What follows belongs to an exercise in optimizing a design on an open flow for small area; a production flow would make more cautious choices.
Where RTL was checked, it was by simulation tests only, not by an equivalence proof against the original.
For runs 1 to 3, only the layout was checked, not whether the RTL still works.
No activity file was given, so power comes from the tool's default toggle rates.

[design.v]
`timescale 1ns/100ps
package rv_pkg;
   localparam logic [6:0] OPC_LUI = 7'b0110111;
   localparam logic [6:0] OPC_OP = 7'b0110011;
   localparam logic [6:0] OPC_OPIMM = 7'b0010011;
endpackage
`timescale 1ns/100ps
module rv_decoder (
   input  logic [31:0] i_inst,
   output logic        o_lui,
   output logic        o_op,
   output logic        o_illegal
);
   logic [2:0] f3;
   logic [6:0] f7;
   logic opimm;
   assign f3 = i_inst[14:12];
   assign f7 = i_inst[31:25];
   assign o_lui = (i_inst[6:0] == rv_pkg::OPC_LUI);
   assign o_op = (i_inst[6:0] == rv_pkg::OPC_OP);
   assign opimm = (i_inst[6:0] == rv_pkg::OPC_OPIMM);
   always_comb begin
      if (o_lui) begin
         o_illegal = 1'b0;
      end else if (o_op) begin
         o_illegal = !((f7 == 7'h00) || ((f7 == 7'h20) && ((f3 == 3'd0) || (f3 == 3'd5))));
      end else if (opimm) begin
         o_illegal = ((f3 == 3'd1) && (f7 != 7'h00)) ||
                     ((f3 == 3'd5) && (f7 != 7'h00) && (f7 != 7'h20));
      end else begin
         o_illegal = 1'b1;
      end
   end
endmodule
module rv_sel_dec (
   input  logic        i_en,
   input  logic [4:0]  i_a,
   output logic [31:1] o_sel
);
   always_comb begin
      for (int r = 1; r < 32; r++) begin
         o_sel[r] = i_en && (i_a == 5'(r));
      end
   end
endmodule
`timescale 1ns/100ps
module rv_aoi222 (
   input  logic a1, a2, b1, b2, c1, c2,
   output logic y
);
   assign y = ~((a1 & a2) | (b1 & b2) | (c1 & c2));
endmodule
module rv_nand2 (
   input  logic a, b,
   output logic y
);
   assign y = ~(a & b);
endmodule
module rv_nand3 (
   input  logic a, b, c,
   output logic y
);
   assign y = ~(a & b & c);
endmodule
module rv_nand4 (
   input  logic a, b, c, d,
   output logic y
);
   assign y = ~(a & b & c & d);
endmodule
module rv_or3 (
   input  logic a, b, c,
   output logic y
);
   assign y = a | b | c;
endmodule
module rv_nor2 (
   input  logic a, b,
   output logic y
);
   assign y = ~(a | b);
endmodule
module rv_oai22 (
   input  logic a1, a2, b1, b2,
   output logic y
);
   assign y = ~((a1 | a2) & (b1 | b2));
endmodule
module rv_oa21 (
   input  logic a1, a2, b1,
   output logic y
);
   assign y = (a1 | a2) & b1;
endmodule
module rv_nand2b (
   input  logic an, b,
   output logic y
);
   assign y = ~(~an & b);
endmodule
module rv_xor2 (
   input  logic a, b,
   output logic y
);
   assign y = a ^ b;
endmodule
module rv_xnor2 (
   input  logic a, b,
   output logic y
);
   assign y = ~(a ^ b);
endmodule
module rv_rd_bit (
   input  logic [31:1] i_sel,
   input  logic [31:1] i_d,
   output logic        o_q
);
   logic [9:0] t;    
   logic       t31;
   logic [2:0] u;
   for (genvar k = 0; k < 10; k++) begin : g_aoi
      rv_aoi222 i_aoi (
         .a1 (i_sel[3*k+1]), .a2 (i_d[3*k+1]),
         .b1 (i_sel[3*k+2]), .b2 (i_d[3*k+2]),
         .c1 (i_sel[3*k+3]), .c2 (i_d[3*k+3]),
         .y  (t[k])
      );
   end
   rv_nand2 i_n31 (.a(i_sel[31]), .b(i_d[31]), .y(t31));
   rv_nand4 i_u0 (.a(t[0]), .b(t[1]), .c(t[2]), .d(t[3]), .y(u[0]));
   rv_nand4 i_u1 (.a(t[4]), .b(t[5]), .c(t[6]), .d(t[7]), .y(u[1]));
   rv_nand3 i_u2 (.a(t[8]), .b(t[9]), .c(t31), .y(u[2]));
   rv_or3 i_q (.a(u[0]), .b(u[1]), .c(u[2]), .y(o_q));
endmodule
module rv_rd_bitx (
   input  logic [31:1] i_sel,
   input  logic [31:1] i_d,
   input  logic        i_xn,
   output logic        o_q
);
   logic [9:0] t;
   logic       t31;
   logic [2:0] u;
   for (genvar k = 0; k < 10; k++) begin : g_aoi
      rv_aoi222 i_aoi (
         .a1 (i_sel[3*k+1]), .a2 (i_d[3*k+1]),
         .b1 (i_sel[3*k+2]), .b2 (i_d[3*k+2]),
         .c1 (i_sel[3*k+3]), .c2 (i_d[3*k+3]),
         .y  (t[k])
      );
   end
   rv_nand2 i_n31 (.a(i_sel[31]), .b(i_d[31]), .y(t31));
   rv_nand4 i_u0 (.a(t[0]), .b(t[1]), .c(t[2]), .d(t[3]), .y(u[0]));
   rv_nand4 i_u1 (.a(t[4]), .b(t[5]), .c(t[6]), .d(t[7]), .y(u[1]));
   rv_nand4 i_u2 (.a(t[8]), .b(t[9]), .c(t31), .d(i_xn), .y(u[2]));
   rv_or3 i_q (.a(u[0]), .b(u[1]), .c(u[2]), .y(o_q));
endmodule
module rv_regfile #(
   parameter int XLO = 0
) (
   input  logic [31:1]  i_sel,
   input  logic [991:0] i_mem,
   input  logic [31:0]  i_xn,
   output logic [31:0]  o_q
);
   for (genvar b = 0; b < 32; b++) begin : g_bit
      logic [31:1] d;
      for (genvar r = 1; r < 32; r++) begin : g_r
         assign d[r] = i_mem[32*(r-1) + b];
      end
      if (b >= XLO) begin : g_x
         rv_rd_bitx i_bit (.i_sel(i_sel), .i_d(d), .i_xn(i_xn[b]), .o_q(o_q[b]));
      end else begin : g_nx
         rv_rd_bit i_bit (.i_sel(i_sel), .i_d(d), .o_q(o_q[b]));
      end
   end
endmodule
`timescale 1ns/100ps
module rv_alu_carry (
   input  logic [31:0] i_pn,
   input  logic [31:0] i_gn,
   input  logic        i_cin,
   output logic [32:1] o_cn
);
   logic [31:0] gu [0:5];
   logic [31:0] pu [0:5];
   logic [31:0] gd [1:5];
   always_comb begin
      gu[0] = ~i_gn;
      pu[0] = ~i_pn;
      gu[0][0] = ~i_gn[0] | (~i_pn[0] & i_cin);
      for (int l = 1; l <= 5; l++) begin
         gu[l] = gu[l-1];
         pu[l] = pu[l-1];
         for (int i = 0; i < 32; i++) begin
            if (((i + 1) % (1 << l)) == 0) begin
               gu[l][i] = gu[l-1][i] | (pu[l-1][i] & gu[l-1][i - (1 << (l-1))]);
               pu[l][i] = pu[l-1][i] & pu[l-1][i - (1 << (l-1))];
            end
         end
      end
      gd[5] = gu[5];
      for (int l = 4; l >= 1; l--) begin
         gd[l] = gd[l+1];
         for (int i = 0; i < 32; i++) begin
            if ((((i + 1) % (1 << l)) == (1 << (l-1))) && (i >= (1 << l))) begin
               gd[l][i] = gd[l+1][i] | (pu[l-1][i] & gd[l+1][i - (1 << (l-1))]);
            end
         end
      end
      for (int i = 0; i < 32; i++) begin
         o_cn[i+1] = ~gd[1][i];
      end
   end
endmodule
module rv_alu_therm (
   input  logic [4:0]  i_s,
   input  logic        i_shift,
   output logic [31:0] o_th
);
   always_comb begin
      for (int j = 0; j < 32; j++) begin
         o_th[j] = i_shift && (5'(j) >= i_s);
      end
   end
endmodule
module rv_alu_samt (
   input  logic [4:0] i_s,
   input  logic       i_left,
   output logic [4:0] o_t,
   output logic [4:0] o_tn
);
   assign o_t = i_left ? (~i_s + 5'd1) : i_s;
   assign o_tn = ~o_t;
endmodule
module rv_alu_lt (
   input  logic i_pn31,
   input  logic i_cn31,
   input  logic i_cn32,
   input  logic i_a31,
   input  logic i_slt,
   input  logic i_sltu,
   output logic o_xn
);
   assign o_xn = ~((i_sltu & i_cn32) | (i_slt & (i_pn31 ? i_a31 : i_cn31)));
endmodule
module rv_alu (
   input  logic [31:0] i_a,
   input  logic [31:0] i_b,
   input  logic        i_inv,     
   input  logic        i_kpn,     
   input  logic        i_kcn,     
   input  logic        i_kgn,     
   input  logic        i_shift,   
   input  logic        i_left,    
   input  logic        i_right,   
   input  logic        i_sra,     
   input  logic        i_slt,
   input  logic        i_sltu,
   output logic [31:0] o_result
);
   logic [31:0] bx;
   logic [31:0] pn;
   logic [31:0] gn;
   logic [32:0] cn;
   logic [4:0]  t;
   logic [4:0]  tn;
   logic [31:0] rot [0:5];    
   logic [31:0] th;
   logic [31:0] mn;           
   logic [31:0] fn;           
   logic        fill;
   logic        ltn;
   logic [31:0] kpg;
   logic [31:0] cg;
   logic [31:0] ln;
   logic [31:0] rn;
   for (genvar i = 0; i < 32; i++) begin : g_pg
      rv_xor2 i_bx (.a(i_b[i]), .b(i_inv), .y(bx[i]));
      rv_xnor2 i_p (.a(i_a[i]), .b(bx[i]), .y(pn[i]));
      rv_nand2 i_g (.a(i_a[i]), .b(bx[i]), .y(gn[i]));
   end
   assign cn[0] = ~i_inv;
   rv_alu_carry i_carry (.i_pn(pn), .i_gn(gn), .i_cin(i_inv), .o_cn(cn[32:1]));
   rv_alu_samt i_samt (.i_s(i_b[4:0]), .i_left(i_left), .o_t(t), .o_tn(tn));
   assign rot[0] = i_a;
   for (genvar l = 0; l < 5; l++) begin : g_rot
      for (genvar i = 0; i < 32; i++) begin : g_b
         rv_oai22 i_m (
            .a1 (rot[l][(i + (1 << l)) % 32]), .a2 (tn[l]),
            .b1 (rot[l][i]),                   .b2 (t[l]),
            .y  (rot[l+1][i])
         );
      end
   end
   rv_alu_therm i_therm (.i_s(i_b[4:0]), .i_shift(i_shift), .o_th(th));
   assign fill = i_sra & i_a[31];
   for (genvar i = 0; i < 32; i++) begin : g_mask
      rv_oai22 i_mn (.a1(i_right), .a2(th[i]), .b1(i_left), .b2(th[31-i]), .y(mn[i]));
      rv_nand2b i_fn (.an(th[31-i]), .b(fill), .y(fn[i]));
   end
   rv_alu_lt i_lt (
      .i_pn31 (pn[31]), .i_cn31 (cn[31]), .i_cn32 (cn[32]), .i_a31 (i_a[31]),
      .i_slt (i_slt), .i_sltu (i_sltu), .o_xn (ltn)
   );
   for (genvar i = 0; i < 32; i++) begin : g_res
      rv_nor2 i_kp (.a(pn[i]), .b(i_kpn), .y(kpg[i]));
      rv_oai22 i_cg (.a1(cn[i]), .a2(i_kcn), .b1(gn[i]), .b2(i_kgn), .y(cg[i]));
      rv_xnor2 i_l (.a(kpg[i]), .b(cg[i]), .y(ln[i]));
      rv_oa21 i_r (.a1(rot[5][i]), .a2(mn[i]), .b1(fn[i]), .y(rn[i]));
      if (i == 0) begin : g_lt
         rv_nand3 i_o (.a(ln[i]), .b(rn[i]), .c(ltn), .y(o_result[i]));
      end else begin : g_nlt
         rv_nand2 i_o (.a(ln[i]), .b(rn[i]), .y(o_result[i]));
      end
   end
endmodule
`timescale 1ns/100ps
module stage_delay (
   input  logic i_clk,
   input  logic i_rst,
   input  logic i_d,
   output logic o_q
);
   always_ff @(posedge i_clk) begin
      o_q <= i_d & ~i_rst;
   end
endmodule
`timescale 1ns/100ps
module rv_exec_top (
   input  logic          i_clk,
   input  logic          i_rst,
   input  logic          i_valid,
   input  logic [31:0]   i_inst,
   output logic          o_wb_valid,
   output logic          o_wb_illegal,
   output logic [4:0]    o_wb_rd,
   output logic [31:0]   o_wb_data
);
   logic dec_lui;
   logic dec_op;
   logic dec_illegal;
   logic        s1_valid;
   logic        s1_illegal;
   logic        s1_lui;
   logic        s1_op;
   logic [31:7] s1_inst;
   logic        s2_valid;
   logic        s2_illegal;
   logic [4:0]  s2_rd;
   logic [31:0] s2_data;
   logic        s3_valid;
   logic        s3_illegal;
   logic [4:0]  s3_rd;
   logic [31:0] s3_data;
   logic [31:0]  mem [1:31];
   logic [991:0] mem_flat;
   logic [31:1]  wsel;
   logic [31:1]  rsel1;
   logic [31:1]  rsel2;
   logic [31:0] rs1_val;
   logic [31:0] rs2_val;
   logic        imm;
   logic [31:0] x1n;
   logic [31:0] x2n;
   logic [2:0]  f3;
   logic        alt;
   logic [31:0] result;
   rv_decoder i_rv_decoder (
      .i_inst    (i_inst),
      .o_lui     (dec_lui),
      .o_op      (dec_op),
      .o_illegal (dec_illegal)
   );
   stage_delay i_v1 (.i_clk(i_clk), .i_rst(i_rst), .i_d(i_valid), .o_q(s1_valid));
   stage_delay i_v2 (.i_clk(i_clk), .i_rst(i_rst), .i_d(s1_valid), .o_q(s2_valid));
   stage_delay i_v3 (.i_clk(i_clk), .i_rst(i_rst), .i_d(s2_valid), .o_q(s3_valid));
   always_ff @(posedge i_clk) begin
      s1_illegal <= dec_illegal;
      s1_lui <= dec_lui;
      s1_op <= dec_op;
      s1_inst <= i_inst[31:7];
      s2_illegal <= s1_illegal;
      s2_rd <= s1_inst[11:7];
      s2_data <= result;
      s3_illegal <= s2_illegal;
      s3_rd <= s2_rd;
      s3_data <= s2_data;
   end
   rv_sel_dec i_wdec (.i_en(s3_valid && !s3_illegal), .i_a(s3_rd), .o_sel(wsel));
   always_ff @(posedge i_clk) begin
      for (int r = 1; r < 32; r++) begin
         if (wsel[r]) begin
            mem[r] <= s3_data;
         end
      end
   end
   always_comb begin
      for (int r = 1; r < 32; r++) begin
         mem_flat[32*(r-1) +: 32] = mem[r];
      end
   end
   rv_sel_dec i_rdec1 (.i_en(!s1_lui), .i_a(s1_inst[19:15]), .o_sel(rsel1));
   rv_sel_dec i_rdec2 (.i_en(s1_op), .i_a(s1_inst[24:20]), .o_sel(rsel2));
   assign imm = !s1_op && !s1_lui;
   assign x1n = ~({s1_inst[31:12], 12'b0} & {32{s1_lui}});
   assign x2n = ~({{20{s1_inst[31]}}, s1_inst[31:20]} & {32{imm}});
   rv_regfile #(.XLO(12)) i_rd1 (.i_sel(rsel1), .i_mem(mem_flat), .i_xn(x1n), .o_q(rs1_val));
   rv_regfile #(.XLO(0)) i_rd2 (.i_sel(rsel2), .i_mem(mem_flat), .i_xn(x2n), .o_q(rs2_val));
   assign f3 = s1_inst[14:12];
   assign alt = s1_inst[30];
   rv_alu i_rv_alu (
      .i_a      (rs1_val),
      .i_b      (rs2_val),
      .i_inv    (!s1_lui && ((f3 == 3'd0) ? (s1_op && alt) : (f3[2:1] == 2'b01))),
      .i_kpn    (!(s1_lui || (f3 == 3'd0) || (f3 == 3'd4) || (f3 == 3'd6))),
      .i_kcn    (!(s1_lui || (f3 == 3'd0))),
      .i_kgn    (!(!s1_lui && f3[2] && f3[1])),
      .i_shift  (!s1_lui && (f3[1:0] == 2'b01)),
      .i_left   (!s1_lui && (f3 == 3'd1)),
      .i_right  (!s1_lui && (f3 == 3'd5)),
      .i_sra    (!s1_lui && (f3 == 3'd5) && alt),
      .i_slt    (!s1_lui && (f3 == 3'd2)),
      .i_sltu   (!s1_lui && (f3 == 3'd3)),
      .o_result (result)
   );
   assign o_wb_valid = s3_valid;
   assign o_wb_illegal = s3_illegal;
   assign o_wb_rd = s3_rd;
   assign o_wb_data = s3_data;
endmodule
[run.sh]
#!/bin/bash
# synth_recipe.tcl (not shown) runs the flow's synth.tcl, then flattens the netlist and writes it again
# the make line also repeats each setting of config.mk as NAME=value (left out here)
make -C /OpenROAD-flow-scripts/flow DESIGN_CONFIG=/design/flow/config.mk WORK_HOME=/design/flow/orfs CLKGATE_MAP_FILE= SYNTH_SCRIPT=/design/flow/synth_recipe.tcl finish
[constraint.sdc]
create_clock -name core_clock -period 6.5 [get_ports {i_clk}]
set_input_delay 1.3000 -clock core_clock [delete_from_list [all_inputs] [get_ports {i_clk}]]
set_output_delay 1.3000 -clock core_clock [all_outputs]
set_load 0.01 [all_outputs]
[config.mk]
export PLATFORM = sky130hd
export DESIGN_NAME = rv_exec_top
export DESIGN_NICKNAME = rv_exec_top
export VERILOG_FILES = /design/flow/design.v
export SDC_FILE = /design/flow/constraint.sdc
export NUM_CORES = 4
export LEC_CHECK = 0
export CAP_MARGIN = 20
export CORE_MARGIN = 2
export CORE_UTILIZATION = 45
export CTS_BUF_LIST = sky130_fd_sc_hd__clkbuf_8
export SETUP_SLACK_MARGIN = 0.1
export SLEW_MARGIN = 20
export SYNTH_HIERARCHICAL = 1
==> metrics.md, run 1 <==
| Metric | Value |
|---|---|
| CTS tree | `yes` |
| CTS Buf Count | `181` |
| Worst-Skew Late Latency | `0.90 ns` |
| Die Width | `322 um` |
| Via count | `36547` |
| Post-Layout Inst Area | `53200 sq um` |
| Period utilisation layout | `0.941` |
| FP Rows | `116` |
| Hpwl dp | `125000 um` |
| Final setup viols | `0` |
| TNS Setup | `0 ns` |
| CP startpoint kind | `flop` |
| Max-cap check violation count | `0` |
| Syn nets | `2949` |
| First-pass GRT wire length | `260000 um` |
| DR iter-0 viols | `9301` |
| Pleak | `17.0 nW` |
| Logic gate share of total power | `0.122` |
| GRT overflow | `0` |
| Power per Cell Area | `304 nW/um^2` |
| Switching part of the total power | `0.275` |
| Number of buffers added on ports | `73` |
| Status | `complete, no violations` |
| Critical path data required time | `7.22 ns` |
| RSZ-0062 raised after global routing | `false` |
| Multi-input gate area | `13700 sq um` |
| Layout cells sized above 1 | `0.162` |
| H-tree depth | `4` |
| Pint | `0.0117 W` |
| VDD IR max | `0.208 mV` |
| Largest net degree at the start of global routing | `43` |
| CTS Root Cell | `clkbuf_8` |
| Io pins | `74` |
| Hold buffers post-CTS | `0` |
| Slew Limit Fails | `0` |
| Placed cell areas | `49700 sq um` |
| Starting Density | `0.454` |
| Die footprint | `103000 sq um` |
| Final Net Count | `3378` |
| Vias in the first global route | `34259` |
| Post-route ant nets | `0` |
| RePlAce Congestion | `1.08` |
| Gr usage total | `0.357` |
| Drt pass-1 iters | `15` |
| Worst Max-Slew Pin Slew | `1.19 ns` |
| Fin crit period | `6.12 ns` |
| Netlist Area Pre-Place | `45400 sq um` |
| Post-CTS Setup Inserts | `0` |
| Die height | `322 um` |
| Hold Crit Class | `flop to flop` |
| Slew headroom | `0.208` |
| Setup CP Type | `flop to flop` |
| Routed vias/inst | `7.61` |
| Worst Path Max Fanout | `32` |
| Initial antenna violation count | `24` |
| FF+latch area | `31900 sq um` |
| # clock sinks | `1099` |
| Mapped Cells | `2913` |
| Hold Violations, Final | `0` |
| CP endpoint kind | `flop` |
| Switching pwr | `0.00446 W` |
| Share of total power in sequential cells | `0.517` |
| Critical path arrival | `6.84 ns` |
| Routed Wire Length | `189000 um` |
| Clock power frac | `0.361` |
| Core ar. | `100000 sq um` |
| # DRC | `0` |
| Area Overhead vs Synth | `17.3%` |
| Clk_skew | `0.0859 ns` |
| Number of synthesis warnings | `19` |
| WL/cell | `39.4 um` |
| Clock buffer depth | `3` |
| Cts repair resizes | `0` |
| Syn_area_per_cell | `15.6 sq um` |
| Fillers | `8195` |
| Fmax | `0.163 GHz` |
| CTS clk-pin slew, worst paths | `0.06 ns` |
-- worst max-delay path, cell delays in order, from the launching register on --
cell and delay (ns):
dfxtp_1 0.63, nand4bb_1 0.46, nor2_4 1.04, a222oi_1 0.25
nand4_1 0.38, or3_1 0.19, xor2_1 0.22, xnor2_1 0.18
nor4_2 0.38, nand2_1 0.17, or4_1 0.48, a211oi_2 0.26
o31a_1 0.18, nor2_1 0.08, o31a_1 0.30, o21a_1 0.20
mux2_1 0.29, a22oi_2 0.15, nand3_1 0.09
-- through the flow --
| step | std cells | hold slack (ns) | worst slack, ns | utilization | power [W] |
|---|---|---|---|---|---|
| 2_1_floorplan | 2913 | 0.310 | 0.709 | - | 0.00934 |
| 3_3_place_gp | 4449 | 0.310 | 0.668 | 0.495 | 0.0104 |
| 3_5_place_dp | 4456 | 0.312 | 0.590 | 0.497 | 0.0104 |
| 4_1_cts | 4786 | 0.311 | 0.572 | 0.532 | 0.0162 |
| 5_1_grt | 4789 | 0.310 | 0.244 | 0.532 | 0.0166 |
| 6_report | 4802 | 0.296 | 0.380 | 0.532 | 0.0162 |
-- registers in the layout, summed over array words and instances (netlist names) --
signal / cells
mem: 992
s2_data: 32
s3_data: 32
s1_inst: 25
s2_rd: 5
s3_rd: 5
i_v1.o_q: 1
i_v2.o_q: 1
i_v3.o_q: 1
s1_illegal: 1
s1_lui: 1
s1_op: 1
s2_illegal: 1
s3_illegal: 1
-- path summary, 6_finish.rpt --
check                       from                 end  slack [ns]  cells past startpoint
max          s1_inst[23]$_DFF_P_  s2_data[0]$_DFF_P_        0.38                     18
min             s2_rd[0]$_DFF_P_    s3_rd[0]$_DFF_P_        0.30                      0
max reg2reg  s1_inst[23]$_DFF_P_  s2_data[0]$_DFF_P_        0.38                     18
min reg2reg     s2_rd[0]$_DFF_P_    s3_rd[0]$_DFF_P_        0.30                      0
-- cell type report --
| class | count | share of cell area |
|---|---|---|
| clock inverter | 128 | 0.0127 |
| timing repair buffer | 272 | 0.0450 |
| clock buffer | 202 | 0.0522 |
| tap | 1298 | 0.0305 |
| antenna | 15 | 0.000705 |
| sequential | 1099 | 0.600 |
| inverter | 9 | 0.000635 |
| multi-input combinational | 1779 | 0.258 |
-- power groups by stage --
stage	Combinational (W)	Clock (W)	Sequential, W
floorplan	0.000694	0	0.00865
detailed placement	0.00191	0	0.00851
global route	0.00204	0.00619	0.00837
global placement	0.00188	0	0.00850
finish	0.00198	0.00583	0.00837
CTS	0.00192	0.00588	0.00836
-- cells in the final DEF (no fill, tap or decap), types with 3 or more instances in the layout --
| cell type | instances |
|---|---|
| nand4b_1 | 10 |
| a222oi_1 | 640 |
| o22ai_1 | 225 |
| o31a_1 | 3 |
| nor2b_4 | 3 |
| nor2b_1 | 4 |
| inv_6 | 5 |
| and2_1 | 5 |
| inv_1 | 72 |
| or4_1 | 3 |
| dfxtp_1 | 105 |
| o21a_1 | 61 |
| buf_16 | 7 |
| or4b_4 | 3 |
| or2_2 | 5 |
| nand2_1 | 168 |
| edfxtp_1 | 992 |
| o211ai_1 | 3 |
| nand4_1 | 184 |
| nand4bb_1 | 10 |
| clkbuf_8 | 202 |
| and3_1 | 4 |
| nor2_2 | 54 |
| a21oi_1 | 18 |
| clkinvlp_4 | 4 |
| o21ai_0 | 11 |
| xor2_1 | 32 |
| clkdlybuf4s50_1 | 73 |
| nand3_1 | 16 |
| clkinv_1 | 29 |
| nand2b_1 | 45 |
| bufinv_16 | 3 |
| clkinv_2 | 20 |
| diode_2 | 15 |
| nor2_4 | 40 |
| a31oi_1 | 8 |
| or3_1 | 66 |
| buf_4 | 189 |
| xnor2_1 | 64 |
| nor2_1 | 51 |
-- metal layers --
metal,share of wire,wire length [um],GRT usage,vias to the layer above
met3,0.15,28800,0.124,606
met1,0.35,65700,0.455,18147
met2,0.44,82400,0.532,3286
met5,0.00050,95,0,-
met4,0.064,12200,0.198,14
li1,-,-,-,14494
==> inputs of run 2 (changes only) <==
--- a/design.v
+++ b/design.v
@@ -86,6 +86,18 @@
 );
    assign y = ~((a1 | a2) & (b1 | b2));
 endmodule
+module rv_ao22 (
+   input  logic a1, a2, b1, b2,
+   output logic y
+);
+   assign y = (a1 & a2) | (b1 & b2);
+endmodule
+module rv_inv (
+   input  logic a,
+   output logic y
+);
+   assign y = ~a;
+endmodule
 module rv_oa21 (
    input  logic a1, a2, b1,
    output logic y
@@ -388,11 +400,15 @@
       s3_data <= s2_data;
    end
    rv_sel_dec i_wdec (.i_en(s3_valid && !s3_illegal), .i_a(s3_rd), .o_sel(wsel));
-   always_ff @(posedge i_clk) begin
-      for (int r = 1; r < 32; r++) begin
-         if (wsel[r]) begin
-            mem[r] <= s3_data;
-         end
+   for (genvar r = 1; r < 32; r++) begin : g_reg
+      logic        wseln;
+      logic [31:0] nxt;
+      rv_inv i_wn (.a(wsel[r]), .y(wseln));
+      for (genvar b = 0; b < 32; b++) begin : g_bit
+         rv_ao22 i_hold (.a1(wsel[r]), .a2(s3_data[b]), .b1(wseln), .b2(mem[r][b]), .y(nxt[b]));
+      end
+      always_ff @(posedge i_clk) begin
+         mem[r] <= nxt;
       end
    end
    always_comb begin
==> flow/run.sh (new file) <==
#!/bin/bash
# Layout: the standard flow (standard.sh, ORFS) with a lighter clock tree
# and small port buffers.
set -euo pipefail

# port buffers: a small buffer instead of the default pick
export BUFFER_PORTS_ARGS="-buffer_cell sky130_fd_sc_hd__buf_2"
# clock tree: bigger sink clusters of clkbuf_8, no dummy loads
export CTS_ARGS="-sink_clustering_enable -repair_clock_nets -sink_clustering_size 16 -sink_clustering_max_diameter 60 -buf_list sky130_fd_sc_hd__clkbuf_8 -dont_use_dummy_load"

bash standard.sh > standard.log 2>&1
==> standard.sh (new file) <==
#!/bin/bash
# synth_recipe.tcl (not shown) runs the flow's synth.tcl, then flattens the netlist and writes it again
# the make line also repeats each setting of config.mk as NAME=value (left out here)
make -C /OpenROAD-flow-scripts/flow DESIGN_CONFIG=/design/flow/config.mk WORK_HOME=/design/flow/orfs CLKGATE_MAP_FILE= SYNTH_SCRIPT=/design/flow/synth_recipe.tcl "${@:-finish}"
--- a/config.mk
+++ b/config.mk
@@ -7,8 +7,7 @@
 export LEC_CHECK = 0
 export CAP_MARGIN = 20
 export CORE_MARGIN = 2
-export CORE_UTILIZATION = 45
-export CTS_BUF_LIST = sky130_fd_sc_hd__clkbuf_8
+export CORE_UTILIZATION = 40
 export SETUP_SLACK_MARGIN = 0.1
 export SLEW_MARGIN = 20
 export SYNTH_HIERARCHICAL = 1
removed: run.sh
==> run 2 against run 1 <==
Still clean on timing, DRC and antenna. Clock-buffer cell count is 104 lower. Area after synthesis fell by 2.5%. Die area up 9.6%. Utilization decreased by 7.7 points. Via count grew 21%. Non-clock buffer count is 15 higher. Sequential power down 19%. Register-to-register slack got worse by 0.07 ns. Flip-flop and latch count unchanged. Design area shrank 5.8%. Largest cell class is now multi-input combinational cells. Largest power group unchanged.
==> metrics.md, run 2 <==
| Metric | Value |
|---|---|
| Critical path capture point | `s2_data[0]$_DFF_P_ (unchanged)` |
| GR Util met3 | `0.120 (was 0.124)` |
| Crit path cell chain | `nand2b_1 > buf_4 > nor2_4 > buf_12 > buf_4 > buf_4 > a222oi_1 > nand4_1 > or3_1 > xor2_1 > xnor2_1 > or4_4 > o41ai_2 > buf_4 > a31oi_1 > o31ai_2 > a21boi_1 > mux2_1 > a22oi_2 > nand3_1 (was nand4bb_1 > nor2_4 > a222oi_1 > nand4_1 > or3_1 > xor2_1 > xnor2_1 > nor4_2 > nand2_1 > or4_1 > a211oi_2 > o31a_1 > nor2_1 > o31a_1 > o21a_1 > mux2_1 > a22oi_2 > nand3_1)` |
| Reg-to-Reg Start | `s1_inst[21]$_DFF_P_ (was s1_inst[23]$_DFF_P_)` |
| Largest registers | `mem x992, s2_data x32, s3_data x32 (unchanged)` |
| Placed cell areas | `48700 sq um (was 49700 sq um)` |
| Syn_area_per_cell | `11.2 sq um (was 15.6 sq um)` |
| Setup CP Type | `flop to flop (unchanged)` |
| GRT overflow | `0 (unchanged)` |
| Met1 usage | `0.470 (was 0.455)` |
| Power per Cell Area | `227 nW/um^2 (was 304 nW/um^2)` |
| H-tree depth | `3 (was 4)` |
| Final Net Count | `4334 (was 3378)` |
| Pleak | `17.5 nW (was 17.0 nW)` |
| Final setup viols | `0 (unchanged)` |
| Fmax | `0.161 GHz (was 0.163 GHz)` |
| FP Rows | `122 (was 116)` |
| Cts repair resizes | `0 (unchanged)` |
| Slew headroom | `0.214 (was 0.208)` |
| CTS tree | `yes (unchanged)` |
| Max-cap check violation count | `0 (unchanged)` |
| First-pass GRT wire length | `296000 um (was 260000 um)` |
| Worst Path Max Fanout | `14 (was 32)` |
| Initial antenna violation count | `23 (was 24)` |
| Critical path data required time | `7.15 ns (was 7.22 ns)` |
| Drt pass-1 iters | `14 (was 15)` |
| Setup ws final | `0.306 ns (was 0.380 ns)` |
| Io pins | `74 (unchanged)` |
| Critical path arrival | `6.84 ns (about the same)` |
| Post-route ant nets | `0 (unchanged)` |
| Via count | `44383 (was 36547)` |
| CTS Buf Count | `98 (was 181)` |
| Routed vias/inst | `7.66 (was 7.61)` |
| Post-Layout Inst Area | `50200 sq um (was 53200 sq um)` |
| CP startpoint kind | `flop (unchanged)` |
| Most flops, register | `mem (unchanged)` |
| Most frequent cells in the layout | `dfxtp_1, a22o_1, a222oi_1 (was edfxtp_1, a222oi_1, o22ai_1)` |
| Max reg flops | `992 (unchanged)` |
| Number of synthesis warnings | `20 (was 19)` |
| Commonest non-fill, non-tap cell in the layout | `dfxtp_1 (was edfxtp_1)` |
| RSZ-0062 raised after global routing | `false (unchanged)` |
| DR iter-0 viols | `10521 (was 9301)` |
| Routed Wire Length | `212000 um (was 189000 um)` |
| Max incr delay on CP | `0.59 ns (was 1.04 ns)` |
| Period utilisation layout | `0.953 (was 0.941)` |
| Slowest CP cell | `nand2b_1 (was nor2_4)` |
| Gr usage total | `0.356 (was 0.357)` |
| Slew Limit Fails | `0 (unchanged)` |
| Clock buffer depth | `3 (unchanged)` |
| Pre-CTS WS | `0.616 ns (was 0.590 ns)` |
| Area Overhead vs Synth | `13.3% (was 17.3%)` |
| Cell mode on critical path | `buf_4 (was o31a_1)` |
| Worst Max-Slew Pin Slew | `1.18 ns (was 1.19 ns)` |
| Number of buffers added on ports | `73 (unchanged)` |
| CTS clk-pin slew, worst paths | `0.10 ns (was 0.06 ns)` |
| Busiest layer in global routing | `met2 (unchanged)` |
| Die footprint | `113000 sq um (was 103000 sq um)` |
| Hold Violations, Final | `0 (unchanged)` |
| Netlist Area Pre-Place | `44200 sq um (was 45400 sq um)` |
| CP endpoint kind | `flop (unchanged)` |
| Mapped Cells | `3934 (was 2913)` |
| Status | `complete, no violations (unchanged)` |
| RePlAce Congestion | `1.03 (was 1.08)` |
| Fillers | `10432 (was 8195)` |
| Crit Reg-Reg Endpoint | `s2_data[0]$_DFF_P_ (unchanged)` |
| Met2 usage | `0.498 (was 0.532)` |
| Die Width | `337 um (was 322 um)` |
| Layout cells sized above 1 | `0.121 (was 0.162)` |
| Hold Crit Class | `flop to flop (unchanged)` |
| Starting Density | `0.402 (was 0.454)` |
| # clock sinks | `1099 (unchanged)` |
| Worst R2R Path Depth | `20 (was 18)` |
| Total power | `0.0114 W (was 0.0162 W)` |
| Clk_skew | `0.136 ns (was 0.0859 ns)` |
| Largest net degree at the start of global routing | `41 (was 43)` |
| CTS Root Cell | `clkbuf_8 (unchanged)` |
| TNS Setup | `0 ns (unchanged)` |
| WL/cell | `36.6 um (was 39.4 um)` |
| FF-to-FF setup slack | `0.31 ns (was 0.38 ns)` |
| Core ar. | `110000 sq um (was 100000 sq um)` |
| Fin crit period | `6.19 ns (was 6.12 ns)` |
| Die height | `337 um (was 322 um)` |
| VDD IR max | `0.195 mV (was 0.208 mV)` |
| Vias in the first global route | `40269 (was 34259)` |
| Worst-Skew Late Latency | `0.85 ns (was 0.90 ns)` |
| # DRC | `0 (unchanged)` |
| Crit path launch | `s1_inst[21]$_DFF_P_ (was s1_inst[23]$_DFF_P_)` |
| Hpwl dp | `134000 um (was 125000 um)` |
| Syn nets | `3970 (was 2949)` |
==> run 2: timing repair <==
item                                    in CTS  in global routing
endpoints found under the setup margin       0                  1
endpoints found under the hold margin        0                  0
hold buffers                                 0                  0
buffers inserted                             0                  6
==> run 2: how the worst min path moves through the flow <==
| stage | endpoint | slack [ns] | depth (start not counted) | from |
|---|---|---|---|---|
| floorplan | s2_illegal$_DFF_P_ | 0.31 | 0 | s1_illegal$_DFF_P_ |
| global placement | s3_data[18]$_DFF_P_ | 0.31 | 0 | s2_data[18]$_DFF_P_ |
| detailed placement | s3_data[16]$_DFF_P_ | 0.31 | 0 | s2_data[16]$_DFF_P_ |
| CTS | s3_data[15]$_DFF_P_ | 0.25 | 0 | s2_data[15]$_DFF_P_ |
| global route | s3_data[12]$_DFF_P_ | 0.26 | 0 | s2_data[12]$_DFF_P_ |
| finish | s3_data[18]$_DFF_P_ | 0.26 | 0 | s2_data[18]$_DFF_P_ |
==> run 2: critical path: cells and delay by family, from the launching register on <==
kind | cells | cell delay, ns
flops | 1 | 0.47
compound gates | 6 | 1.46
simple gates | 6 | 2.31
mux | 1 | 0.31
buf+inv | 5 | 1.01
xor+xnor | 2 | 0.43
==> run 2: metrics by stage <==
stage / utilization / std cells / hold slack (ns)
2_1_floorplan: - / 3934 / 0.310
3_3_place_gp: 0.442 / 5678 / 0.311
3_5_place_dp: 0.442 / 5678 / 0.312
4_1_cts: 0.454 / 5776 / 0.253
5_1_grt: 0.455 / 5788 / 0.259
6_report: 0.455 / 5795 / 0.263
==> run 2: area by class of cell <==
cell class	count	area (sq um)	share of cell area
well taps	1488	1860	0.0371
repair buffers	287	2070	0.0413
inverters	43	161	0.00322
diodes	11	27.5	0.000549
multi-input cells	2769	22700	0.452
clock buffers	98	1350	0.0269
flip-flops and latches	1099	22000	0.439
==> run 2: metal layers <==
metal  vias up  wire length, um
li1      18300                -
met1     21635            79500
met2      3770            85200
met3       672            32000
met4         6            15200
met5         -               41
==> run 2: report_power, final <==
group	internal [W]	leakage (nW)	switching, W
logic	0.000227	7.88	0.000715
registers	0.00678	8.88	0.0000405
clock network	0.00134	0.705	0.00228
total	0.00835	17.5	0.00304
==> inputs of run 3 (changes only) <==
==> flow/run.sh (replaced) <==
#!/bin/bash
# Layout: the standard flow (standard.sh, ORFS) with a lighter clock tree
# and small port buffers.
set -euo pipefail

# port buffers: a small buffer instead of the default pick
export BUFFER_PORTS_ARGS="-buffer_cell sky130_fd_sc_hd__buf_1"
# clock tree: bigger sink clusters of clkbuf_4, no dummy loads
export CTS_ARGS="-sink_clustering_enable -repair_clock_nets -sink_clustering_size 8 -sink_clustering_max_diameter 40 -buf_list sky130_fd_sc_hd__clkbuf_4 -dont_use_dummy_load"

bash standard.sh > standard.log 2>&1
--- a/config.mk
+++ b/config.mk
@@ -5,9 +5,9 @@
 export SDC_FILE = /design/flow/constraint.sdc
 export NUM_CORES = 4
 export LEC_CHECK = 0
-export CAP_MARGIN = 20
+export CAP_MARGIN = 5
 export CORE_MARGIN = 2
 export CORE_UTILIZATION = 40
 export SETUP_SLACK_MARGIN = 0.1
-export SLEW_MARGIN = 20
+export SLEW_MARGIN = 5
 export SYNTH_HIERARCHICAL = 1
==> run 3 against run 2 <==
Still clean on timing, DRC and antenna. Sequential power barely moved. First-iteration DRC count increased by 5.8%. Cell count is 1.5% higher. Clock-buffer cell count grew 75.
==> metrics.md, run 3 <==
| Metric | Value |
|---|---|
| Slew headroom | `0.194 (was 0.214)` |
| Worst Path Max Fanout | `27 (was 14)` |
| Setup ws final | `0.263 ns (was 0.306 ns)` |
| CP endpoint kind | `flop (unchanged)` |
| First-pass GRT wire length | `304000 um (was 296000 um)` |
| Hold Crit Class | `flop to flop (unchanged)` |
| Hpwl dp | `137000 um (was 134000 um)` |
| Core ar. | `110000 sq um (unchanged)` |
| Commonest non-fill, non-tap cell in the layout | `dfxtp_1 (unchanged)` |
| Critical path arrival | `7.20 ns (was 6.84 ns)` |
| Number of synthesis warnings | `20 (unchanged)` |
| Reg-to-Reg Start | `s1_inst[20]$_DFF_P_ (was s1_inst[21]$_DFF_P_)` |
| Max reg flops | `992 (unchanged)` |
| RePlAce Congestion | `1.07 (was 1.03)` |
| Worst-Skew Late Latency | `1.16 ns (was 0.85 ns)` |
| Fillers | `10343 (was 10432)` |
| Number of buffers added on ports | `73 (unchanged)` |
| Fin crit period | `6.24 ns (was 6.19 ns)` |
| Switching pwr | `0.00315 W (was 0.00304 W)` |
| Power per Cell Area | `227 nW/um^2 (about the same)` |
| Share of total power in sequential cells | `0.602 (was 0.599)` |
| Via count | `45079 (was 44383)` |
| Layout cells sized above 1 | `0.121 (about the same)` |
| Die Width | `337 um (unchanged)` |
| WL/cell | `36.7 um (was 36.6 um)` |
| Largest net degree at the start of global routing | `41 (unchanged)` |
| Critical path data required time | `7.47 ns (was 7.15 ns)` |
| GRT overflow | `0 (unchanged)` |
| # DRC | `0 (unchanged)` |
| Dpl cells | `5698 (was 5678)` |
| Mapped Cells | `3934 (unchanged)` |
| Routed Wire Length | `216000 um (was 212000 um)` |
| Netlist Area Pre-Place | `44200 sq um (unchanged)` |
| TNS Setup | `0 ns (unchanged)` |
| Min-delay src | `s2_data[11]$_DFF_P_ (was s2_data[18]$_DFF_P_)` |
| Status | `complete, no violations (unchanged)` |
| Area Overhead vs Synth | `13.1% (was 13.3%)` |
| Max-cap check violation count | `0 (unchanged)` |
| CTS tree | `yes (unchanged)` |
| Most flops, register | `mem (unchanged)` |
| Pre-CTS WS | `0.607 ns (was 0.616 ns)` |
| Worst Max-Slew Pin Slew | `1.21 ns (was 1.18 ns)` |
| Vias in the first global route | `41386 (was 40269)` |
| Initial antenna violation count | `25 (was 23)` |
| Filler-free cell count of the finished design | `5881 (was 5795)` |
| Largest registers | `mem x992, s2_data x32, s3_data x32 (unchanged)` |
| Pleak | `17.4 nW (was 17.5 nW)` |
| # clock sinks | `1099 (unchanged)` |
| Io pins | `74 (unchanged)` |
| Clock buffer depth | `3 (unchanged)` |
| H-tree depth | `4 (was 3)` |
| Routed vias/inst | `7.67 (was 7.66)` |
| Drt pass-1 iters | `15 (was 14)` |
| RSZ-0062 raised after global routing | `false (unchanged)` |
| VDD IR max | `0.139 mV (was 0.195 mV)` |
| Most frequent cells in the layout | `dfxtp_1, a22o_1, a222oi_1 (unchanged)` |
| Post-Layout Inst Area | `50000 sq um (was 50200 sq um)` |
| Final setup viols | `0 (unchanged)` |
| Placed cell areas | `48700 sq um (about the same)` |
| Clk_skew | `0.182 ns (was 0.136 ns)` |
| Total power | `0.0114 W (about the same)` |
| Pint | `0.00822 W (was 0.00835 W)` |
| Crit path launch | `s1_inst[20]$_DFF_P_ (was s1_inst[21]$_DFF_P_)` |
| CTS clk-pin slew, worst paths | `0.10 ns (about the same)` |
| Final Net Count | `4421 (was 4334)` |
| FP Rows | `122 (unchanged)` |
| Period utilisation layout | `0.960 (was 0.953)` |
| DR iter-0 viols | `11127 (was 10521)` |
| Starting Density | `0.402 (unchanged)` |
| Hold Violations, Final | `0 (unchanged)` |
| CP startpoint kind | `flop (unchanged)` |
| Syn_area_per_cell | `11.2 sq um (unchanged)` |
| Fmax | `0.160 GHz (was 0.161 GHz)` |
| Logic gate share of total power | `0.082 (was 0.083)` |
| Post-route ant nets | `0 (unchanged)` |
| CTS Buf Count | `173 (was 98)` |
| Die height | `337 um (unchanged)` |
| Slew Limit Fails | `0 (unchanged)` |
| Hold buffers post-CTS | `0 (unchanged)` |
| Switching part of the total power | `0.277 (was 0.267)` |
| Post-CTS Setup Inserts | `0 (unchanged)` |
| Gr usage total | `0.366 (was 0.356)` |
| CTS Root Cell | `clkbuf_4 (was clkbuf_8)` |
| Setup CP Type | `flop to flop (unchanged)` |
| Die footprint | `113000 sq um (unchanged)` |
| Syn nets | `3970 (unchanged)` |
| Clock power frac | `0.316 (was 0.318)` |
[run 3: power groups by stage]
stage / Combinational, W / Clock (W) / Sequential (W)
2_1_floorplan: 0.000353 / 0 / 0.00708
3_3_place_gp: 0.000884 / 0 / 0.00700
3_5_place_dp: 0.000883 / 0 / 0.00700
4_1_cts: 0.000885 / 0.00362 / 0.00684
5_1_grt: 0.000952 / 0.00390 / 0.00685
6_report: 0.000931 / 0.00359 / 0.00684
[run 3: area by class of cell]
| type | count | area, sq um | share of cell area |
|---|---|---|---|
| tap | 1488 | 1860 | 0.0372 |
| timing repair buffer | 301 | 2050 | 0.0409 |
| inverter | 43 | 161 | 0.00323 |
| clock buffer | 173 | 1300 | 0.0260 |
| antenna | 10 | 25.0 | 0.000500 |
| multi-input combinational | 2767 | 22600 | 0.452 |
| sequential | 1099 | 22000 | 0.440 |
[run 3: critical path: stages (launching register included)]
cell and delay [ns]:
dfxtp_1 0.67, nand2_1 0.51, nor2_4 1.00, a222oi_1 0.29, nand4_1 0.30, or3_1 0.21
xor2_1 0.26, xnor2_1 0.11, buf_4 0.15, or4_4 0.52, or4_4 0.45, o41ai_2 0.24
buf_4 0.18, a31oi_1 0.16, o31ai_2 0.30, a21boi_1 0.13, mux2_1 0.30, a22oi_2 0.15
nand3_1 0.09
[run 3: stage by stage]
stage          utilization  hold WS (ns)
6_report             0.454         0.203
5_1_grt              0.454         0.181
4_1_cts              0.454         0.113
3_5_place_dp         0.442         0.312
3_3_place_gp         0.442         0.310
2_1_floorplan            -         0.310
[run 3: metal layers]
metal / global-route usage / wire, um / part of all wire / up-vias
met1: 0.482 / 80600 / 0.37 / 21763
li1: - / - / - / 18509
met5: 0 / 70 / 0.00032 / -
met3: 0.121 / 33100 / 0.15 / 764
met4: 0.236 / 16300 / 0.076 / 10
met2: 0.510 / 85700 / 0.40 / 4033
[run 3: final timing paths]
check / endpoint / slack, ns / cells past startpoint
worst max-delay path: s2_data[0]$_DFF_P_ / 0.26 / 18
worst min-delay path: s3_data[11]$_DFF_P_ / 0.20 / 0
worst max register to register: s2_data[0]$_DFF_P_ / 0.26 / 18
worst min register to register: s3_data[11]$_DFF_P_ / 0.20 / 0
[run 3: repair_timing]
action / CTS / global route
endpoints found under the setup margin: 0 / 5
hold endpoints to repair: 0 / 0
gates resized for setup: 0 / 2
==> inputs of run 4 (changes only) <==
--- a/design.v
+++ b/design.v
@@ -225,26 +225,6 @@
       end
    end
 endmodule
-module rv_alu_therm (
-   input  logic [4:0]  i_s,
-   input  logic        i_shift,
-   output logic [31:0] o_th
-);
-   always_comb begin
-      for (int j = 0; j < 32; j++) begin
-         o_th[j] = i_shift && (5'(j) >= i_s);
-      end
-   end
-endmodule
-module rv_alu_samt (
-   input  logic [4:0] i_s,
-   input  logic       i_left,
-   output logic [4:0] o_t,
-   output logic [4:0] o_tn
-);
-   assign o_t = i_left ? (~i_s + 5'd1) : i_s;
-   assign o_tn = ~o_t;
-endmodule
 module rv_alu_lt (
    input  logic i_pn31,
    input  logic i_cn31,
@@ -265,7 +245,6 @@
    input  logic        i_kgn,     
    input  logic        i_shift,   
    input  logic        i_left,    
-   input  logic        i_right,   
    input  logic        i_sra,     
    input  logic        i_slt,
    input  logic        i_sltu,
@@ -275,18 +254,16 @@
    logic [31:0] pn;
    logic [31:0] gn;
    logic [32:0] cn;
-   logic [4:0]  t;
-   logic [4:0]  tn;
-   logic [31:0] rot [0:5];    
-   logic [31:0] th;
-   logic [31:0] mn;           
-   logic [31:0] fn;           
+   logic [4:0]  s;
+   logic [4:0]  sn;
+   logic [31:0] sh [0:5];     
    logic        fill;
+   logic        filln;
+   logic [31:0] shn;          
    logic        ltn;
    logic [31:0] kpg;
    logic [31:0] cg;
    logic [31:0] ln;
-   logic [31:0] rn;
    for (genvar i = 0; i < 32; i++) begin : g_pg
       rv_xor2 i_bx (.a(i_b[i]), .b(i_inv), .y(bx[i]));
       rv_xnor2 i_p (.a(i_a[i]), .b(bx[i]), .y(pn[i]));
@@ -294,22 +271,40 @@
    end
    assign cn[0] = ~i_inv;
    rv_alu_carry i_carry (.i_pn(pn), .i_gn(gn), .i_cin(i_inv), .o_cn(cn[32:1]));
-   rv_alu_samt i_samt (.i_s(i_b[4:0]), .i_left(i_left), .o_t(t), .o_tn(tn));
-   assign rot[0] = i_a;
-   for (genvar l = 0; l < 5; l++) begin : g_rot
-      for (genvar i = 0; i < 32; i++) begin : g_b
-         rv_oai22 i_m (
-            .a1 (rot[l][(i + (1 << l)) % 32]), .a2 (tn[l]),
-            .b1 (rot[l][i]),                   .b2 (t[l]),
-            .y  (rot[l+1][i])
-         );
-      end
-   end
-   rv_alu_therm i_therm (.i_s(i_b[4:0]), .i_shift(i_shift), .o_th(th));
    assign fill = i_sra & i_a[31];
-   for (genvar i = 0; i < 32; i++) begin : g_mask
-      rv_oai22 i_mn (.a1(i_right), .a2(th[i]), .b1(i_left), .b2(th[31-i]), .y(mn[i]));
-      rv_nand2b i_fn (.an(th[31-i]), .b(fill), .y(fn[i]));
+   assign filln = ~fill;
+   assign s = {i_b[4] | ~i_shift, i_b[3:0]};
+   assign sn = {~i_b[4] | ~i_shift, ~i_b[3:0]};
+   for (genvar i = 0; i < 32; i++) begin : g_rev
+      rv_oai22 i_m (
+         .a1 (i_a[31-i]), .a2 (~i_left),
+         .b1 (i_a[i]),    .b2 (i_left),
+         .y  (sh[0][i])
+      );
+   end
+   for (genvar l = 0; l < 5; l++) begin : g_sh
+      for (genvar i = 0; i < 32; i++) begin : g_b
+         if (i + (1 << l) < 32) begin : g_in
+            rv_oai22 i_m (
+               .a1 (sh[l][i + (1 << l)]), .a2 (sn[l]),
+               .b1 (sh[l][i]),            .b2 (s[l]),
+               .y  (sh[l+1][i])
+            );
+         end else begin : g_fill
+            rv_oai22 i_m (
+               .a1 ((l % 2 == 0) ? filln : fill), .a2 (sn[l]),
+               .b1 (sh[l][i]),                    .b2 (s[l]),
+               .y  (sh[l+1][i])
+            );
+         end
+      end
+   end
+   for (genvar i = 0; i < 32; i++) begin : g_out
+      rv_oai22 i_m (
+         .a1 (sh[5][31-i]), .a2 (~i_left),
+         .b1 (sh[5][i]),    .b2 (i_left),
+         .y  (shn[i])
+      );
    end
    rv_alu_lt i_lt (
       .i_pn31 (pn[31]), .i_cn31 (cn[31]), .i_cn32 (cn[32]), .i_a31 (i_a[31]),
@@ -319,11 +314,10 @@
       rv_nor2 i_kp (.a(pn[i]), .b(i_kpn), .y(kpg[i]));
       rv_oai22 i_cg (.a1(cn[i]), .a2(i_kcn), .b1(gn[i]), .b2(i_kgn), .y(cg[i]));
       rv_xnor2 i_l (.a(kpg[i]), .b(cg[i]), .y(ln[i]));
-      rv_oa21 i_r (.a1(rot[5][i]), .a2(mn[i]), .b1(fn[i]), .y(rn[i]));
       if (i == 0) begin : g_lt
-         rv_nand3 i_o (.a(ln[i]), .b(rn[i]), .c(ltn), .y(o_result[i]));
+         rv_nand3 i_o (.a(ln[i]), .b(shn[i]), .c(ltn), .y(o_result[i]));
       end else begin : g_nlt
-         rv_nand2 i_o (.a(ln[i]), .b(rn[i]), .y(o_result[i]));
+         rv_nand2 i_o (.a(ln[i]), .b(shn[i]), .y(o_result[i]));
       end
    end
 endmodule
@@ -384,9 +378,11 @@
       .o_op      (dec_op),
       .o_illegal (dec_illegal)
    );
-   stage_delay i_v1 (.i_clk(i_clk), .i_rst(i_rst), .i_d(i_valid), .o_q(s1_valid));
-   stage_delay i_v2 (.i_clk(i_clk), .i_rst(i_rst), .i_d(s1_valid), .o_q(s2_valid));
-   stage_delay i_v3 (.i_clk(i_clk), .i_rst(i_rst), .i_d(s2_valid), .o_q(s3_valid));
+   always_ff @(posedge i_clk) begin
+      s1_valid <= i_valid && !i_rst;
+      s2_valid <= s1_valid && !i_rst;
+      s3_valid <= s2_valid && !i_rst;
+   end
    always_ff @(posedge i_clk) begin
       s1_illegal <= dec_illegal;
       s1_lui <= dec_lui;
@@ -434,7 +430,6 @@
       .i_kgn    (!(!s1_lui && f3[2] && f3[1])),
       .i_shift  (!s1_lui && (f3[1:0] == 2'b01)),
       .i_left   (!s1_lui && (f3 == 3'd1)),
-      .i_right  (!s1_lui && (f3 == 3'd5)),
       .i_sra    (!s1_lui && (f3 == 3'd5) && alt),
       .i_slt    (!s1_lui && (f3 == 3'd2)),
       .i_sltu   (!s1_lui && (f3 == 3'd3)),
--- a/config.mk
+++ b/config.mk
@@ -7,7 +7,7 @@
 export LEC_CHECK = 0
 export CAP_MARGIN = 5
 export CORE_MARGIN = 2
-export CORE_UTILIZATION = 40
-export SETUP_SLACK_MARGIN = 0.1
+export CORE_UTILIZATION = 60
+export SETUP_SLACK_MARGIN = 0.3
 export SLEW_MARGIN = 5
 export SYNTH_HIERARCHICAL = 1
==> run 4 against run 3 <==
Still clean on timing, DRC and antenna. Via count rose by 5.7%. Routed wire length fell by 2.0%. Die area fell by 34%. Critical endpoint unchanged. Largest power group unchanged.
==> metrics.md, run 4 <==
| Metric | Value |
|---|---|
| Status | `complete, no violations (unchanged)` |
| CTS tree | `yes (unchanged)` |
| Slew Limit Fails | `0 (unchanged)` |
| # DRC | `0 (unchanged)` |
| Post-layout util | `0.674 (was 0.454)` |
| Die height | `273 um (was 337 um)` |
| Largest registers | `mem x992, s2_data x32, s3_data x32 (unchanged)` |
| Hold Violations, Final | `0 (unchanged)` |
| Pint | `0.00813 W (was 0.00822 W)` |
| Final setup viols | `0 (unchanged)` |
| CP startpoint kind | `flop (unchanged)` |
| Clock buffer depth | `3 (unchanged)` |
| Final Net Count | `4291 (was 4421)` |
| Period utilisation layout | `0.932 (was 0.960)` |
| Slew headroom | `0.121 (was 0.194)` |
| Routed Wire Length | `211000 um (was 216000 um)` |
| Via count | `47667 (was 45079)` |
| H-tree depth | `4 (unchanged)` |
| Core ar. | `71600 sq um (was 110000 sq um)` |
| CTS Buf Count | `163 (was 173)` |
| RSZ-0062 raised after global routing | `false (unchanged)` |
| Placed cell areas | `47000 sq um (was 48700 sq um)` |
| Cell mode on critical path | `o31a_1` |
| Max-cap check violation count | `0 (unchanged)` |
| Power per Cell Area | `232 nW/um^2 (was 227 nW/um^2)` |
| Critical path arrival | `6.95 ns (was 7.20 ns)` |
| Fillers | `5530 (was 10343)` |
| Layout cells sized above 1 | `0.112 (was 0.121)` |
| Pleak | `17.0 nW (was 17.4 nW)` |
| DR iter-0 viols | `15120 (was 11127)` |
| Post-Layout Inst Area | `48300 sq um (was 50000 sq um)` |
| Most frequent cells in the layout | `dfxtp_1, a22o_1, a222oi_1 (unchanged)` |
| Worst Max-Slew Pin Slew | `1.31 ns (was 1.21 ns)` |
| Syn nets | `3869 (was 3970)` |
| Number of synthesis warnings | `17 (was 20)` |
| Slowest CP cell | `a222oi_1 (was nor2_4)` |
| Max reg flops | `992 (unchanged)` |
| Clk_skew | `0.180 ns (was 0.182 ns)` |
| Setup CP Type | `flop to flop (unchanged)` |
| TNS Setup | `0 ns (unchanged)` |
| Switching part of the total power | `0.275 (was 0.277)` |
| Critical path data required time | `7.39 ns (was 7.47 ns)` |
| GRT overflow | `0 (unchanged)` |
| Most flops, register | `mem (unchanged)` |
| Routed vias/inst | `9.12 (was 7.67)` |
| CTS clk-pin slew, worst paths | `0.09 ns (was 0.10 ns)` |
| Crit path cell chain | `nand4b_1 > nor2_2 > buf_4 > a222oi_1 > nand4_1 > or3_1 > xor2_1 > xnor2_1 > nor4_2 > nand2_1 > or4_1 > a211oi_2 > o31a_1 > nor2_1 > o31a_1 > o21a_1 > mux2_1 > a22oi_2 > nand3_1 (was nand2_1 > nor2_4 > a222oi_1 > nand4_1 > or3_1 > xor2_1 > xnor2_1 > buf_4 > or4_4 > or4_4 > o41ai_2 > buf_4 > a31oi_1 > o31ai_2 > a21boi_1 > mux2_1 > a22oi_2 > nand3_1)` |
| RePlAce Congestion | `1.09 (was 1.07)` |
| Worst Path Max Fanout | `32 (was 27)` |
| Max incr delay on CP | `0.61 ns (was 1.00 ns)` |
| First-pass GRT wire length | `299000 um (was 304000 um)` |
| Fmax | `0.165 GHz (was 0.160 GHz)` |
| Min-delay src | `i_inst[27] (was s2_data[11]$_DFF_P_)` |
| Hold_ws | `0.252 ns (was 0.203 ns)` |
| Logic gate share of total power | `0.079 (was 0.082)` |
| Post-CTS Setup Inserts | `0 (unchanged)` |
| Die Width | `273 um (was 337 um)` |
| Commonest non-fill, non-tap cell in the layout | `dfxtp_1 (unchanged)` |
| Fin crit period | `6.06 ns (was 6.24 ns)` |
| Reg-to-Reg Start | `s1_inst[24]$_DFF_P_ (was s1_inst[20]$_DFF_P_)` |
| Worst-Skew Late Latency | `1.16 ns (about the same)` |
| Crit path launch | `s1_inst[24]$_DFF_P_ (was s1_inst[20]$_DFF_P_)` |
| FP Rows | `98 (was 122)` |
| Hold buffers post-CTS | `0 (unchanged)` |
| CP endpoint kind | `flop (unchanged)` |
| # clock sinks | `1099 (unchanged)` |
| Clock power frac | `0.308 (was 0.316)` |
| Hold Crit Class | `primary input to flop (was flop to flop)` |
| Hpwl dp | `132000 um (was 137000 um)` |
| WL/cell | `40.5 um (was 36.7 um)` |
| Switching pwr | `0.00309 W (was 0.00315 W)` |
| Gr usage total | `0.541 (was 0.366)` |
| Post-route ant nets | `0 (unchanged)` |
| Netlist Area Pre-Place | `43500 sq um (was 44200 sq um)` |
| Io pins | `74 (unchanged)` |
| Number of buffers added on ports | `73 (unchanged)` |
| Vias in the first global route | `44254 (was 41386)` |
| Area Overhead vs Synth | `11.0% (was 13.1%)` |
| Share of total power in sequential cells | `0.613 (was 0.602)` |
| Cts repair resizes | `0 (unchanged)` |
| Mapped Cells | `3834 (was 3934)` |
| Starting Density | `0.608 (was 0.402)` |
| Drt pass-1 iters | `22 (was 15)` |
| CTS Root Cell | `clkbuf_4 (unchanged)` |
| Largest net degree at the start of global routing | `65 (was 41)` |
| Initial antenna violation count | `34 (was 25)` |
| VDD IR max | `0.177 mV (was 0.139 mV)` |
| Syn_area_per_cell | `11.4 sq um (was 11.2 sq um)` |
| Die footprint | `74700 sq um (was 113000 sq um)` |
## run 4: cell types whose count changed in the layout (fill, tap and decap cells not counted), moves of 4 or more
cell	delta
buf_4	-30
o21a_1	-31
inv_2	+4
diode_2	+13
clkinv_1	+5
nor2_2	+18
a31oi_1	-9
nor2_4	-18
nand2b_1	-37
a21oi_1	-6
o22ai_1	+32
inv_1	-12
nor2_1	-8
clkbuf_4	-10
## run 4: path summary, 6_finish.rpt
kind	to	slack, ns	cells past startpoint
max	s2_data[0]$_DFF_P_	0.44	19
min	s1_inst[27]$_DFF_P_	0.25	1
max reg2reg	s2_data[0]$_DFF_P_	0.44	19
min reg2reg	s3_data[18]$_DFF_P_	0.32	0
## run 4: metrics by stage
stage,cells,setup WS [ns],total power [W]
floorplan,3834,0.778,0.00741
global placement,5041,0.814,0.00782
global route,5210,0.344,0.0114
detailed placement,5041,0.757,0.00784
CTS,5204,0.679,0.0111
finish,5227,0.439,0.0112
## run 4: per-layer routing
metal	global-route usage	up-vias	routed length [um]	part of all wire
li1	-	18134	-	-
met1	0.670	22211	69200	0.33
met2	0.718	5657	78900	0.37
met3	0.281	1641	42100	0.20
met4	0.373	24	21000	0.099
met5	0.00834	-	187	0.00088
## run 4: final cells by class
cell class              count  area [sq um]  area share
clock buffers             163          1220      0.0253
diodes                     23          57.6     0.00119
repair buffers            270          1800      0.0373
multi-input cells        2682         21900       0.453
well taps                 950          1190      0.0246
flip-flops and latches   1099         22000       0.456
inverters                  40           150     0.00311
## run 4: power by group through the flow
stage	combinational (W)	sequential [W]	clock, W
final	0.000889	0.00687	0.00346
after global routing	0.000885	0.00688	0.00367
after CTS	0.000819	0.00686	0.00339
after detailed placement	0.000817	0.00702	0
after global placement	0.000803	0.00702	0
after floorplan	0.000282	0.00713	0
## run 4: worst max-delay path: cells and delay by family, from the launching register on
family / cells / cell delay [ns]
AOI/OAI and AO/OA: 6 / 1.67
xor gates and xnor gates: 2 / 0.40
buffers and inverters: 1 / 0.36
DFF: 1 / 0.52
muxes: 1 / 0.29
and+or+nand+nor: 9 / 2.61
==> inputs of run 5 (changes only) <==
--- a/config.mk
+++ b/config.mk
@@ -7,7 +7,7 @@
 export LEC_CHECK = 0
 export CAP_MARGIN = 5
 export CORE_MARGIN = 2
-export CORE_UTILIZATION = 60
-export SETUP_SLACK_MARGIN = 0.3
+export CORE_UTILIZATION = 40
+export SETUP_SLACK_MARGIN = 0.1
 export SLEW_MARGIN = 5
 export SYNTH_HIERARCHICAL = 1
==> run 5 against run 4 <==
Flip-flop and latch count unchanged. Clock power increased by 4%. Clock-buffer cell count increased by 10. Sequential power about the same. Total power increased by 1.3%. Clock skew decreased by 0.0096 ns. Design area increased by 1.4%. First-iteration DRC count decreased by 34%. Utilization decreased by 22 points. Maximum frequency decreased by 3.2%. Register-to-register slack got worse by 0.20 ns. Worst hold slack improved by 0.0028 ns. Critical path type unchanged.
==> metrics.md, run 5 <==
| Metric | Value |
|---|---|
| Critical path arrival | `7.17 ns (was 6.95 ns)` |
| Mapped Cells | `3834 (unchanged)` |
| Power per Cell Area | `232 nW/um^2 (about the same)` |
| Critical path data required time | `7.41 ns (was 7.39 ns)` |
| Drt pass-1 iters | `14 (was 22)` |
| CTS tree | `yes (unchanged)` |
| Max incr delay on CP | `1.19 ns (was 0.61 ns)` |
| GRT overflow | `0 (unchanged)` |
| Starting Density | `0.401 (was 0.608)` |
| WL/cell | `37.0 um (was 40.5 um)` |
| TNS Setup | `0 ns (unchanged)` |
| Slew Limit Fails | `0 (unchanged)` |
| # clock sinks | `1099 (unchanged)` |
| Hold Violations, Final | `0 (unchanged)` |
| Worst Path Max Fanout | `33 (was 32)` |
| Max reg flops | `992 (unchanged)` |
| CTS Root Cell | `clkbuf_4 (unchanged)` |
| Hold Crit Depth | `0 (was 1)` |
| Netlist Area Pre-Place | `43500 sq um (unchanged)` |
| CP endpoint kind | `flop (unchanged)` |
| Most frequent cells in the layout | `dfxtp_1, a22o_1, a222oi_1 (unchanged)` |
| Hpwl dp | `133000 um (was 132000 um)` |
| Initial antenna violation count | `27 (was 34)` |
| Post-route ant nets | `0 (unchanged)` |
| Final setup viols | `0 (unchanged)` |
| H-tree depth | `4 (unchanged)` |
| Clock buffer depth | `3 (unchanged)` |
| Clk_skew | `0.170 ns (was 0.180 ns)` |
| Fin crit period | `6.26 ns (was 6.06 ns)` |
| Commonest non-fill, non-tap cell in the layout | `dfxtp_1 (unchanged)` |
| Max-cap check violation count | `0 (unchanged)` |
| First-pass GRT wire length | `294000 um (was 299000 um)` |
| Filler-free cell count of the finished design | `5691 (was 5227)` |
| Syn nets | `3869 (unchanged)` |
| Hold buffers post-CTS | `0 (unchanged)` |
| Period utilisation layout | `0.963 (was 0.932)` |
| Worst Max-Slew Pin Slew | `1.26 ns (was 1.31 ns)` |
| Via count | `44154 (was 47667)` |
| Number of buffers added on ports | `73 (unchanged)` |
| Most flops, register | `mem (unchanged)` |
| Dpl cells | `5506 (was 5041)` |
| VDD IR max | `0.147 mV (was 0.177 mV)` |
| Cts repair resizes | `0 (unchanged)` |
| Number of synthesis warnings | `17 (unchanged)` |
| RSZ-0062 raised after global routing | `false (unchanged)` |
| Status | `complete, no violations (unchanged)` |
| Io pins | `74 (unchanged)` |
| Slowest CP cell | `nor2_4 (was a222oi_1)` |
| Die height | `334 um (was 273 um)` |
| CTS clk-pin slew, worst paths | `0.10 ns (was 0.09 ns)` |
| Post-CTS Setup Inserts | `0 (unchanged)` |
| Routed Wire Length | `210000 um (was 211000 um)` |
| Core ar. | `108000 sq um (was 71600 sq um)` |
| Vias in the first global route | `40850 (was 44254)` |
| CTS Buf Count | `173 (was 163)` |
| Layout cells sized above 1 | `0.113 (was 0.112)` |
| RePlAce Congestion | `1.00 (was 1.09)` |
| Final Net Count | `4302 (was 4291)` |
| Setup CP Type | `flop to flop (unchanged)` |
| Routed vias/inst | `7.76 (was 9.12)` |
| Cell mode on critical path | `o22ai_1 (was o31a_1)` |
| Slew headroom | `0.158 (was 0.121)` |
| Syn_area_per_cell | `11.4 sq um (unchanged)` |
| CP startpoint kind | `flop (unchanged)` |
| Die footprint | `111000 sq um (was 74700 sq um)` |
| Crit path cell chain | `nand4b_1 > nor2_4 > a222oi_1 > nand4_1 > or3_1 > buf_4 > inv_1 > o22ai_1 > o22ai_1 > o22ai_1 > o22ai_1 > o22ai_1 > nand2_1 (was nand4b_1 > nor2_2 > buf_4 > a222oi_1 > nand4_1 > or3_1 > xor2_1 > xnor2_1 > nor4_2 > nand2_1 > or4_1 > a211oi_2 > o31a_1 > nor2_1 > o31a_1 > o21a_1 > mux2_1 > a22oi_2 > nand3_1)` |
| # DRC | `0 (unchanged)` |
| Fmax | `0.160 GHz (was 0.165 GHz)` |
| Area Overhead vs Synth | `12.5% (was 11.0%)` |
| Worst R2R Path Depth | `13 (was 19)` |
| Pleak | `17.0 nW (about the same)` |
| Gr usage total | `0.358 (was 0.541)` |
| Largest registers | `mem x992, s2_data x32, s3_data x32 (unchanged)` |
| Largest net degree at the start of global routing | `65 (unchanged)` |
| DR iter-0 viols | `9962 (was 15120)` |
| Worst-Skew Late Latency | `1.16 ns (about the same)` |
| Hold Crit Class | `flop to flop (was primary input to flop)` |
| Die Width | `334 um (was 273 um)` |
| FP Rows | `121 (was 98)` |
run 5: where the power goes:
part	switching (W)	internal (W)	total, W
Clock	0.00238	0.00121	0.00360
Combinational	0.000724	0.000193	0.000916
Sequential	0.0000569	0.00680	0.00685
Total	0.00316	0.00820	0.0114
run 5: path summary, 6_finish.rpt:
check	startpoint	end	slack (ns)
setup / recovery	s1_op$_DFF_P_	s2_data[18]$_DFF_P_	0.24
hold / removal	s2_rd[2]$_DFF_P_	s3_rd[2]$_DFF_P_	0.25
setup reg to reg	s1_op$_DFF_P_	s2_data[18]$_DFF_P_	0.24
hold reg to reg	s2_rd[2]$_DFF_P_	s3_rd[2]$_DFF_P_	0.25
run 5: per-stage QoR:
| step | instance area (sq um) | setup WS, ns | hold slack [ns] | power, W | util |
|---|---|---|---|---|---|
| after global routing | 49000 | 0.237 | 0.196 | 0.0117 | 0.452 |
| final | 49000 | 0.239 | 0.255 | 0.0114 | 0.452 |
| after floorplan | 43500 | 0.778 | 0.310 | 0.00741 | - |
| after global placement | 47600 | 0.706 | 0.311 | 0.00788 | 0.440 |
| after CTS | 48900 | 0.572 | 0.168 | 0.0114 | 0.451 |
| after detailed placement | 47600 | 0.603 | 0.312 | 0.00788 | 0.440 |
run 5: worst max-delay path, delay by kind of cell, from the launching register on:
kind            cells  cell delay [ns]
simple gates        5             2.67
compound gates      6             1.92
buf+inv             2             0.88
flops               1             0.55
run 5: layout make-up:
type | instances | area (sq um)
diodes | 12 | 30.0
fillers | 10218 | 59400
clock buffers | 173 | 1300
repair buffers | 271 | 1770
inverters | 40 | 150
flip-flops and latches | 1099 | 22000
well taps | 1414 | 1770
multi-input cells | 2682 | 21900
run 5: metal layers:
layer / share of wire / track usage / vias up
li1: - / - / 18153
met1: 0.37 / 0.465 / 21267
met2: 0.40 / 0.492 / 3973
met3: 0.15 / 0.131 / 747
met4: 0.075 / 0.241 / 14
met5: 0.00039 / 0.000434 / -

[port drivers added, routing unchanged]
In the flow no input, the clock included, has a driving cell. The finished layouts below were timed again as built, in two steps. Step 1 sets driving cells, clkbuf_16 on the clock port and buf_2 on the other inputs (assumed; they add their load-dependent delay and slew). Step 2 also shifts input and output timing later by t, the mid clock arrival at the registers, as if the neighbouring blocks saw the same clock. Three values: ideal, step 1, step 2; two values: the first two.
run | t, ns | setup slack, ns | worst setup path at the end | clock arrival spread, ns | pins driven straight from the clock port
run 1 | 0.926 | 0.380 / 0.380 / 0.380 | register to register | 0.086 / 0.086 | 1
run 2 | 0.865 | 0.306 / 0.306 / 0.306 | register to register | 0.160 / 0.161 | 1
run 3 | 1.146 | 0.263 / 0.263 / 0.263 | register to register | 0.190 / 0.190 | 1
run 4 | 1.145 | 0.439 / 0.439 / 0.439 | register to register | 0.180 / 0.181 | 1
run 5 | 1.150 | 0.239 / 0.239 / 0.239 | register to register | 0.178 / 0.178 | 1
After both steps every run listed still meets setup and hold.
